This design comes from an exercise in tuning for small area, a short achievable clock period and few clock cycles per item on the open sky130 flow, not from production work. The RTL was checked by simulation tests, not by an equivalence proof against the original design. Power and IR drop assume default switching activity.

==> job 8349: inputs <==
==> flow/design.v <==
`timescale 1ns/1ps
`default_nettype none
module bus_mem (
	input  logic        clk_sys,
	input  logic [15:0] hi,
	input  logic [15:0] hiw,
	input  logic [15:0] lo,
	input  logic [15:0] wdata,
	output logic [15:0] rdata
);
	logic [15:0] mem [256];
	logic [15:0] row [16];
	for (genvar w = 0; w < 256; w++) begin : g_word
		always_ff @(posedge clk_sys)
			if (hiw[w / 16] && lo[w % 16])
				mem[w] <= wdata;
	end
	always_comb begin
		for (int r = 0; r < 16; r++) begin
			row[r] = 16'h0000;
			for (int c = 0; c < 16; c++)
				row[r] = row[r] | (mem[16 * r + c] & {16{lo[c]}});
		end
		rdata = 16'h0000;
		for (int r = 0; r < 16; r++)
			rdata = rdata | (row[r] & {16{hi[r]}});
	end
endmodule
`default_nettype wire
`timescale 1ns/1ps
`default_nettype none
module iob_top #(
	parameter int MEM_WORDS = 256
) (
	input  logic        clk_sys,
	input  logic        reset,
	input  logic        rx_req,
	input  logic [7:0]  rx_byte,
	output logic        rx_ack,
	output logic        tx_req,
	output logic [7:0]  tx_byte,
	input  logic        tx_ack,
	input  logic        loc_req,
	input  logic        loc_we,
	input  logic [15:0] loc_addr,
	input  logic [15:0] loc_wdata,
	output logic        loc_ack,
	output logic [15:0] loc_rdata,
	output logic [1:0]  loc_status
);
	logic [2:0]  rx_pos;     
	logic        c_ok;       
	logic        c_wr;       
	logic [7:0]  b_a1, b_ahi, b_alo;
	logic [15:0] b_d;        
	logic        fr_rdy;     
	logic [2:0]  tx_pos;     
	logic        t_ok;       
	logic        acc_link, acc_loc, acc_wen, acc_inr;
	logic [15:0] acc_hi, acc_hiw, acc_lo;
	logic [15:0] acc_wd;
	logic [15:0] mem_rdata;
	logic [15:0] rd_link;     
	logic        lk_rd;       
	logic slot_free, take, take_last, loc_load;
	logic f_inr, f_ok, l_inr;
	logic [7:0] a_sel;
	assign slot_free = !fr_rdy || (tx_pos > rx_pos) || (tx_pos == rx_pos && tx_req && tx_ack);
	assign take = rx_req && !rx_ack && slot_free;
	assign take_last = take && (rx_pos == 3'd5);
	assign loc_load = loc_req && !loc_ack && !acc_loc && !take_last;
	assign f_inr = (b_ahi == 8'h00);
	assign f_ok = c_ok && f_inr;
	assign l_inr = (loc_addr[15:8] == 8'h00);
	assign a_sel = take_last ? b_alo : loc_addr[7:0];
	always_ff @(posedge clk_sys) begin
		if (reset) begin
			rx_ack <= 1'b0;
			rx_pos <= 3'd0;
			tx_req <= 1'b0;
			tx_pos <= 3'd0;
			fr_rdy <= 1'b0;
			loc_ack <= 1'b0;
			acc_link <= 1'b0;
			acc_loc <= 1'b0;
		end else begin
			if (take) begin
				rx_ack <= 1'b1;
				rx_pos <= take_last ? 3'd0 : rx_pos + 3'd1;
			end else if (rx_ack && !rx_req)
				rx_ack <= 1'b0;
			if (tx_req) begin
				if (tx_ack) begin
					tx_req <= 1'b0;
					if (tx_pos == 3'd5) begin
						tx_pos <= 3'd0;
						fr_rdy <= 1'b0;
					end else
						tx_pos <= tx_pos + 3'd1;
				end
			end else if (fr_rdy && !tx_ack)
				tx_req <= 1'b1;
			if (take_last)
				fr_rdy <= 1'b1;
			acc_link <= take_last;
			acc_loc <= loc_load;
			if (acc_loc)
				loc_ack <= 1'b1;
			else if (loc_ack && !loc_req)
				loc_ack <= 1'b0;
		end
	end
	always_ff @(posedge clk_sys) begin
		if (take) begin
			case (rx_pos)
				3'd0: begin
					c_ok <= rx_byte[7] && (rx_byte[3:0] == 4'h2 || rx_byte[3:0] == 4'h3);
					c_wr <= rx_byte[3:0] == 4'h2;
				end
				3'd1: b_a1 <= rx_byte;
				3'd2: b_ahi <= rx_byte;
				3'd3: b_alo <= rx_byte;
				default: ;
			endcase
		end
		if (take && rx_pos == 3'd4)
			b_d[15:8] <= rx_byte;
		else if (lk_rd)
			b_d[15:8] <= rd_link[15:8];  
		if (take && rx_pos == 3'd5)
			b_d[7:0] <= rx_byte;
		else if (lk_rd)
			b_d[7:0] <= rd_link[7:0];
		if (take_last)
			t_ok <= f_ok;
	end
	always_ff @(posedge clk_sys) begin
		acc_lo <= 16'(1) << a_sel[3:0];
		acc_wd <= take_last ? {b_d[15:8], rx_byte} : loc_wdata;
		acc_inr <= l_inr;
		if (take_last) begin
			acc_hi <= f_ok ? 16'(1) << a_sel[7:4] : 16'h0000;
			acc_hiw <= (f_ok && c_wr) ? 16'(1) << a_sel[7:4] : 16'h0000;
			acc_wen <= f_ok && c_wr;
		end else if (loc_load) begin
			acc_hi <= l_inr ? 16'(1) << a_sel[7:4] : 16'h0000;
			acc_hiw <= (l_inr && loc_we) ? 16'(1) << a_sel[7:4] : 16'h0000;
			acc_wen <= l_inr && loc_we;
		end else begin
			acc_hi <= 16'h0000;
			acc_hiw <= 16'h0000;
			acc_wen <= 1'b0;
		end
	end
	always_ff @(posedge clk_sys) begin
		if (acc_link)
			rd_link <= mem_rdata;
		lk_rd <= acc_link && !acc_wen;
	end
	always_ff @(posedge clk_sys) begin
		if (acc_loc) begin
			loc_rdata <= mem_rdata;  
			loc_status <= {!acc_inr, acc_inr};
		end
	end
	bus_mem bus_mem_inst (
		.clk_sys,
		.hi(acc_hi),
		.hiw(acc_hiw),
		.lo(acc_lo),
		.wdata(acc_wd),
		.rdata(mem_rdata)
	);
	always_ff @(posedge clk_sys) begin
		if (!tx_req) begin
			case (tx_pos)
				3'd0: tx_byte <= {6'b000000, c_ok, !t_ok};
				3'd1: tx_byte <= b_a1;
				3'd2: tx_byte <= b_ahi;
				3'd3: tx_byte <= b_alo;
				3'd4: tx_byte <= b_d[15:8];
				default: tx_byte <= b_d[7:0];
			endcase
		end
	end
endmodule
`default_nettype wire
==> flow/run.sh <==
#!/bin/bash
# synth_recipe.tcl (not shown) runs the flow's synth.tcl, then flattens the netlist and writes it again
# the make line also repeats each setting of config.mk as NAME=value (left out here)
make -C /OpenROAD-flow-scripts/flow DESIGN_CONFIG=/design/flow/config.mk WORK_HOME=/design/flow/orfs CLKGATE_MAP_FILE= SYNTH_SCRIPT=/design/flow/synth_recipe.tcl finish
==> flow/config.mk <==
export PLATFORM = sky130hd
export DESIGN_NAME = iob_top
export DESIGN_NICKNAME = iob_top
export VERILOG_FILES = /design/flow/design.v
export SDC_FILE = /design/flow/constraint.sdc
export NUM_CORES = 4
export LEC_CHECK = 0
export CAP_MARGIN = 20
export CORE_MARGIN = 2
export CORE_UTILIZATION = 60
export CTS_CLUSTER_DIAMETER = 50
export CTS_CLUSTER_SIZE = 30
export SETUP_SLACK_MARGIN = 3.0
export SLEW_MARGIN = 20
export SYNTH_MEMORY_MAX_BITS = 8192
==> flow/constraint.sdc <==
create_clock -name core_clock -period 6.0 [get_ports {clk_sys}]
set_input_delay 1.2000 -clock core_clock [delete_from_list [all_inputs] [get_ports {clk_sys}]]
set_output_delay 1.2000 -clock core_clock [all_outputs]
set_load 0.01 [all_outputs]
==> job 1008 (differences from job 8349) <==
--- a/flow/design.v
+++ b/flow/design.v
@@ -62,4 +62,2 @@
 	logic [15:0] mem_rdata;
-	logic [15:0] rd_link;     
-	logic        lk_rd;       
 	logic slot_free, take, take_last, loc_load;
@@ -122,13 +120,7 @@
 				3'd3: b_alo <= rx_byte;
-				default: ;
+				3'd4: b_d[15:8] <= rx_byte;
+				default: b_d[7:0] <= rx_byte;
 			endcase
-		end
-		if (take && rx_pos == 3'd4)
-			b_d[15:8] <= rx_byte;
-		else if (lk_rd)
-			b_d[15:8] <= rd_link[15:8];  
-		if (take && rx_pos == 3'd5)
-			b_d[7:0] <= rx_byte;
-		else if (lk_rd)
-			b_d[7:0] <= rd_link[7:0];
+		end else if (acc_link && !acc_wen)
+			b_d <= mem_rdata;  
 		if (take_last)
@@ -153,7 +145,2 @@
 		end
-	end
-	always_ff @(posedge clk_sys) begin
-		if (acc_link)
-			rd_link <= mem_rdata;
-		lk_rd <= acc_link && !acc_wen;
 	end
--- a/flow/config.mk
+++ b/flow/config.mk
@@ -9,5 +9,3 @@
 export CORE_MARGIN = 2
-export CORE_UTILIZATION = 60
-export CTS_CLUSTER_DIAMETER = 50
-export CTS_CLUSTER_SIZE = 30
+export CORE_UTILIZATION = 55
 export SETUP_SLACK_MARGIN = 3.0
==> qor summary <==
metric	job 8349	job 1008
Largest voltage drop on the vdd net	0.0003140 V	0.0002487 V
Post-Route M1 WL	185900 um	185300 um
Post-CTS clock slew at the launch and capture registers of the worst setup and hold paths	0.08 ns	0.06 ns
Xor and xnor area share after synthesis	0.005702%	0.005718%
Inverter count of the layout excluding clock inverters	12	10
Final weighted congestion in routability-driven placement	0.8631	0.8798
Non-clock buffering overhead in the final layout	4.486%	2.956%
Number of buffer and inverter stages on the critical path	4	1
Number of distinct library cells after synthesis	56	48
Static leakage	56.49 nW	54.68 nW
Hold Path Sink	lk_rd	loc_status[0]
Sequential Area	127300 sq um	126800 sq um
Final core utilization	70.35%	63.32%
P_int	46.31 mW	47.62 mW
CP max-delay cell	or4_4	a22oi_2
Run status	no timing/DRC/antenna violations	no timing/DRC/antenna violations
Post-route fraction of the period consumed by the critical path	57.12%	51.51%
Startpoint of the most critical hold path	acc_wen	acc_inr
Number of enable flip-flop cells after synthesis	4181	4165
Biggest cell delay along the critical path	0.73 ns	0.56 ns
Critical path depth in cells	10	7
Adder-cell share of the synthesized area	0.07331%	0.07352%
Count of clock tree sinks	4260	4243
Worst-case headroom to the max-slew limit	11.80%	12.24%
CTS-repair resized insts	686	247
Testbench counts of job 8349, summed over its fixed seeds: cycles 7,856, items 1,408.
Testbench counts of job 1008, summed over its fixed seeds: cycles 7,856, items 1,408.

[afterwards: timing with drivers on the ports]
The flow's constraints put no driver on any port. The routed layouts listed below were extracted and timed again, unchanged, in two steps.
Step 1, drivers: a clkbuf_16 drives clk_sys and a buf_2 each remaining input, both assumed.
Step 2, shift: input delay + t, output delay - t, t = (earliest + latest rising clock arrival at the registers) / 2. This alone moves slack from input paths to output paths.
Three values: no drivers, after step 1, after step 2; two values: the first two.
run	shift t [ns]	setup slack, ns	hold slack, ns	pins driven straight from the clock port
job 8349	1.076	2.573 / 2.573 / 2.145	0.381 / 0.381 / 0.381	1
job 1008	1.069	2.910 / 2.910 / 2.125	0.433 / 0.433 / 0.433	1
After both steps every run listed still meets setup and hold. The setup slack of job 1008, which loses most, moves by 0.000 ns with the drivers and by -0.785 ns with both steps.
